From an optimization exercise on the open Yosys and OpenROAD flow, aimed at small area, a short achievable clock period and few clock cycles per item; shortcuts taken in it are not production practice.
The RTL was checked by simulation tests, not by an equivalence proof against the original design.
No activity file was given, so power comes from the tool's default toggle rates.

Setup of job 6674:
// env_step_top
module env_step_top (
    input  wire         i_clk,
    input  wire         i_rstn,
    input  wire  [31:0] i_mem_rdata,
    output logic [5:0]  o_mem_addr,
    output logic [31:0] o_mem_wdata,
    output logic        o_mem_we
);
==> flow/config.mk <==
export PLATFORM = sky130hd
export DESIGN_NAME = env_step_top
export DESIGN_NICKNAME = env_step_top
export VERILOG_FILES = /design/flow/design.v
export SDC_FILE = /design/flow/constraint.sdc
export NUM_CORES = 4
export LEC_CHECK = 0
export CAP_MARGIN = 20
export CORE_MARGIN = 2
export CORE_UTILIZATION = 40
export CTS_CLUSTER_DIAMETER = 80
export CTS_CLUSTER_SIZE = 30
export SETUP_SLACK_MARGIN = 2.8
export SLEW_MARGIN = 20
==> flow/constraint.sdc <==
create_clock -name core_clock -period 4.5 [get_ports {i_clk}]
set_input_delay 0.9000 -clock core_clock [delete_from_list [all_inputs] [get_ports {i_clk}]]
set_output_delay 0.9000 -clock core_clock [all_outputs]
set_load 0.01 [all_outputs]
run.sh (not shown) runs the stock make flow with config.mk's settings and CLKGATE_MAP_FILE= SYNTH_SCRIPT=/design/flow/synth_recipe.tcl, a recipe that flattens the netlist after the stock synthesis.
Job 6674 finished every stage and its layout cleared the timing, design-rule and antenna checks.
Testbench counts of job 6674, summed over its fixed seeds: cycles 38,280, steps 1,600.
Input-level comparison between job 8499 and job 6674:
- putting ABC_AREA at 1 where nothing was set
- swapping 2.8 for 3.0 in SETUP_SLACK_MARGIN
Findings:
- Job 8499 reports a higher logic gate share of total power than job 6674 does.
- Summary of job 8499 over job 6674: synthesized cell count shows an increase of 25%, non-clock buffer count higher.
### job 8499 -> job 7381
- setting PLACE_DENSITY to 0.65 for the first time
- removing ABC_AREA (formerly 1)
- changing CORE_UTILIZATION from 40 to 50
### Flow results
- Job 7381 finished all stages; the layout is clean.
- In job 7381, the total of clock buffers placed in the layout came out 2 below the value in job 8499.
- Compared to job 8499, the routing of job 7381 uses less wire.
- Job 8499 -> job 7381: switching power of the nets decreased by more than half
- Diff job 7381..job 8499 | number of synthesized flops with an enable pin | unchanged
- Power consumption of job 7381 falls short of that of job 8499 by more than a quarter.
- In job 7381, the setup slack after placement came out 0.20 ns below the value in job 8499.

* * *

## old
env_step_top, a different RTL version from the one above (not shown whole).
Size in the first run: roughly 620 flip-flops.
Settings: LEC_CHECK=0, ABC_CLOCK_PERIOD_IN_PS=2000, CAP_MARGIN=20, CORE_MARGIN=2, CORE_UTILIZATION=65, CTS_CLUSTER_DIAMETER=80, CTS_CLUSTER_SIZE=30, PLACE_DENSITY=0.8, SETUP_SLACK_MARGIN=2.5, SLEW_MARGIN=20; clock period 4.5 ns.
Testbench counts of old, summed over its fixed seeds: cycles 38,095, steps 1,600.
diff inputs: old => new
# old
export LEC_CHECK = 0
export ABC_CLOCK_PERIOD_IN_PS = 2000
export CAP_MARGIN = 20
export CORE_MARGIN = 2
export CORE_UTILIZATION = 65
export CTS_CLUSTER_DIAMETER = 80
export CTS_CLUSTER_SIZE = 30
export PLACE_DENSITY = 0.8
export SETUP_SLACK_MARGIN = 2.5
export SLEW_MARGIN = 20
create_clock -name core_clock -period 4.5 [get_ports {i_clk}]
# new
export LEC_CHECK = 0
export ABC_CLOCK_PERIOD_IN_PS = 2000
export CAP_MARGIN = 20
export CORE_MARGIN = 2
export CORE_UTILIZATION = 40
export SETUP_SLACK_MARGIN = 2.5
export SLEW_MARGIN = 20
create_clock -name core_clock -period 4.5 [get_ports {i_clk}]
Notes after the runs:
- Relative to old, buffer count excluding the clock tree in the final layout decreased by 5.1% in new.
- [compare] base=old new=new: utilization down 27 points; final design instance area without fill up 7.8%; number of non-filler instances in the completed layout up 264.

* * *

RTL: one of the versions met above, not the one the previous note started from.
Size in the first run: roughly 1600 cells after synthesis, about 600 flip-flops, roughly 17000 sq um of cells after synthesis.
==> flow/config.mk <==
export PLATFORM = sky130hd
export DESIGN_NAME = env_step_top
export DESIGN_NICKNAME = env_step_top
export VERILOG_FILES = /design/flow/design.v
export SDC_FILE = /design/flow/constraint.sdc
export NUM_CORES = 4
export LEC_CHECK = 0
export ABC_AREA = 1
export CAP_MARGIN = 20
export CORE_MARGIN = 2
export CORE_UTILIZATION = 40
export CTS_CLUSTER_DIAMETER = 80
export CTS_CLUSTER_SIZE = 30
export SETUP_SLACK_MARGIN = 2.0
export SLEW_MARGIN = 20
==> flow/constraint.sdc <==
create_clock -name core_clock -period 4.5 [get_ports {i_clk}]
set_input_delay 0.9000 -clock core_clock [delete_from_list [all_inputs] [get_ports {i_clk}]]
set_output_delay 0.9000 -clock core_clock [all_outputs]
set_load 0.01 [all_outputs]
Testbench counts at the start, summed over its fixed seeds: cycles 38,280, steps 1,600.
==> next run, changes <==
==> flow/flow/run.sh (new file) <==
#!/bin/bash
# Standard ORFS synthesis and layout; only ABC's mapping script differs: a
# delay-targeted mapping (flow/abc_delay.script) instead of ORFS's speed script.
# Registers, their names and cell types are those of the standard synthesis.
set -euo pipefail
here=$PWD
{
  head -1 synth_recipe.tcl
  cat <<'TCL'
proc abc {args} {
  set i [lsearch -exact $args -script]
  if { $i >= 0 } { lset args [expr {$i + 1}] $::env(FLOW_ABC_SCRIPT) }
  yosys abc {*}$args
}
TCL
  tail -n +2 synth_recipe.tcl
} > my_synth.tcl
bash standard.sh SYNTH_SCRIPT=$here/my_synth.tcl FLOW_ABC_SCRIPT=$here/flow/abc_delay.script synth > synth.log 2>&1
bash standard.sh finish > layout.log 2>&1
==> flow/flow/abc_delay.script (new file) <==
&get -n
&st
&dch
&nf -D 1500
&put
topo
==> flow/standard.sh (new file) <==
#!/bin/bash
# synth_recipe.tcl (not shown) runs the flow's synth.tcl, then flattens the netlist and writes it again
# the make line also repeats each setting of config.mk as NAME=value (left out here)
make -C /OpenROAD-flow-scripts/flow DESIGN_CONFIG=/design/flow/config.mk WORK_HOME=/design/flow/orfs CLKGATE_MAP_FILE= SYNTH_SCRIPT=/design/flow/synth_recipe.tcl "${@:-finish}"
Settings changed: ABC_AREA 1 to not set, SETUP_SLACK_MARGIN 2.0 to 3.0.
removed: flow/run.sh
=> The changed run completed without violations; clock power increases by a few percent; worst setup slack improves by 0.26 ns; total power decreases by about a fifth; utilization increases by 8.8 points; hold slack improves by 0.0049 ns; global-route usage increases by 2.6 points.
==> next run, changes <==
==> flow/run.sh (new file) <==
#!/bin/bash
# synth_recipe.tcl (not shown) runs the flow's synth.tcl, then flattens the netlist and writes it again
# the make line also repeats each setting of config.mk as NAME=value (left out here)
make -C /OpenROAD-flow-scripts/flow DESIGN_CONFIG=/design/flow/config.mk WORK_HOME=/design/flow/orfs CLKGATE_MAP_FILE= SYNTH_SCRIPT=/design/flow/synth_recipe.tcl finish
Settings changed: ABC_AREA set to 1, SETUP_SLACK_MARGIN 3.0 to 2.8.
removed: flow/flow/run.sh
removed: flow/flow/abc_delay.script
removed: flow/standard.sh
Outcome: The new run ran to the end with no violations. Worst setup slack gets better by 0.11 ns. Power is higher by 41%. Wire length grows by 4.0%. Area after synthesis rose by 4.5%. Critical path depth went up by 8. Sequential share of layout area fell by 0.51 points. Cell area went up by 0.83%. Synthesized cell count climbs by 33%.
==> next run, changes <==
Settings changed: ABC_AREA 1 to not set, PLACE_DENSITY set to 0.75, SETUP_SLACK_MARGIN 2.8 to 3.0.
After rerunning: Combinational power falls by 77%. Synthesized cell count is lower by 20%. Design area is lower by 1.1%. First-iteration DRC count is lower by about 21%. Clock-buffer cell count climbs by 4. Worst hold slack loses 0.0060 ns. Cell count went down by 14%. Die area is lower by about 0.66%. Non-clock buffer count is higher by 6. Total power fell by about 33%. Worst setup slack is worse by 0.11 ns.
==> next run, changes <==
==> flow/flow/run.sh (new file) <==
#!/bin/bash
# Standard ORFS synthesis and layout; only ABC's mapping script differs: a
# delay-targeted mapping (flow/abc_delay.script) instead of ORFS's speed script.
# Registers, their names and cell types are those of the standard synthesis.
set -euo pipefail
here=$PWD
{
  head -1 synth_recipe.tcl
  cat <<'TCL'
proc abc {args} {
  set i [lsearch -exact $args -script]
  if { $i >= 0 } { lset args [expr {$i + 1}] $::env(FLOW_ABC_SCRIPT) }
  yosys abc {*}$args
}
TCL
  tail -n +2 synth_recipe.tcl
} > my_synth.tcl
bash standard.sh SYNTH_SCRIPT=$here/my_synth.tcl FLOW_ABC_SCRIPT=$here/flow/abc_delay.script synth > synth.log 2>&1
bash standard.sh finish > layout.log 2>&1
==> flow/flow/abc_delay.script (new file) <==
&get -n
&st
&dch
&nf -D 1500
&put
buffer -c
topo
stime -c
upsize -c -D 1500
dnsize -c -D 1500
==> flow/standard.sh (new file) <==
#!/bin/bash
# synth_recipe.tcl (not shown) runs the flow's synth.tcl, then flattens the netlist and writes it again
# the make line also repeats each setting of config.mk as NAME=value (left out here)
make -C /OpenROAD-flow-scripts/flow DESIGN_CONFIG=/design/flow/config.mk WORK_HOME=/design/flow/orfs CLKGATE_MAP_FILE= SYNTH_SCRIPT=/design/flow/synth_recipe.tcl "${@:-finish}"
Settings changed: PLACE_DENSITY 0.75 to not set.
removed: flow/run.sh
Critical path depth went down by 2.
Utilization goes up by 0.74 points.
Synthesized area goes down by 1.3%.
Clock-buffer cell count is unchanged.
Register-to-register slack improves by 0.07 ns.
Via count goes down by 4.4%.
Total power came out higher by 4.5%.
Wire length came out lower by 3.3%.
Cell count fell by 2.3%.
Global-route usage shrinks by 0.46 points.
Non-clock buffer count came out lower by 1.

* * *

v6:
env_step_top, a different RTL version from the one above (not shown whole).
For scale: ~620 flip-flops.
==> flow/design.v (excerpt) <==
module env_step_top (
    input  wire         i_clk,
    input  wire         i_rstn,
    input  wire  [31:0] i_mem_rdata,
    output logic [5:0]  o_mem_addr,
    output logic [31:0] o_mem_wdata,
    output logic        o_mem_we
);
Settings: LEC_CHECK=0, ABC_AREA=1, CAP_MARGIN=20, CORE_MARGIN=2, CORE_UTILIZATION=60, CTS_CLUSTER_DIAMETER=80, CTS_CLUSTER_SIZE=30, SETUP_SLACK_MARGIN=2.4, SLEW_MARGIN=20; clock period 4.5 ns.
Stock flow here: none of the scripts above is used.
The final layout from v6, which completed every stage, passed the timing, design-rule and antenna checks at the end of the flow.
Testbench counts of v6, summed over its fixed seeds: cycles 38,473, steps 1,600.
[inputs] v7 vs v6
- GPL_TIMING_DRIVEN: unset -> 0
- SETUP_SLACK_MARGIN: 2.4 -> 2.5
==> run summary <==
Across v6 and v7, the outcome is the same: a clean finish for every run. v7 vs. v6: instance count after placement with tap cells included went up by about 1.4%. In the final reports, the cell area of v7 is larger than that of v6. Summary — met2 usage, v7 relative to v6: higher, by 3.2 points. [v7 vs v6] multi-input logic area: higher in v7. Diff v6 and v7: final cell count higher in v7. v7 gives less headroom to the max-slew limit than v6 did.

==> what the ideal ports hide <==
No port has a modelled driver above. Below, the same layouts with a new extraction and two added sets of constraints.
Step 1 (the two cells are an assumption about what drives the block):
set clk [get_ports {i_clk}]
set_driving_cell -lib_cell sky130_fd_sc_hd__clkbuf_16 $clk
set_driving_cell -lib_cell sky130_fd_sc_hd__buf_2 [delete_from_list [all_inputs] $clk]
Step 2 also shifts input and output timing later by t, the mid clock arrival at the registers, as if the neighbouring blocks saw the same clock.
Three values: ideal ports, drivers, drivers and shift; two values: the first two.
run | t (ns) | setup slack, ns | worst register clock-pin slew, ns
job 6674 | 0.633 | 2.285 / 2.282 / 1.648 | 0.11 / 0.11
job 8499 | 0.624 | 2.478 / 2.425 / 1.939 | 0.11 / 0.11
job 7381 | 0.619 | 2.223 / 2.223 / 1.726 | 0.11 / 0.11
old | 0.609 | 2.157 / 2.156 / 1.547 | 0.12 / 0.12
new | 0.653 | 2.262 / 2.267 / 1.615 | 0.07 / 0.07
the first run of note 3 | 0.623 | 2.046 / 2.003 / 1.409 | 0.11 / 0.11
the second run of note 3 | 0.630 | 2.304 / 2.304 / 1.712 | 0.11 / 0.11
the third run of note 3 | 0.634 | 2.417 / 2.390 / 1.793 | 0.12 / 0.12
the fourth run of note 3 | 0.625 | 2.311 / 2.336 / 1.711 | 0.11 / 0.11
the fifth run of note 3 | 0.625 | 2.354 / 2.380 / 1.754 | 0.11 / 0.11
v6 | 0.615 | 2.436 / 2.383 / 1.973 | 0.12 / 0.12
v7 | 0.619 | 2.458 / 2.405 / 1.894 | 0.12 / 0.12
After both steps every run listed still meets setup and hold. The setup slack of new, which loses most, moves by +0.005 ns with the drivers and by -0.647 ns with both steps.
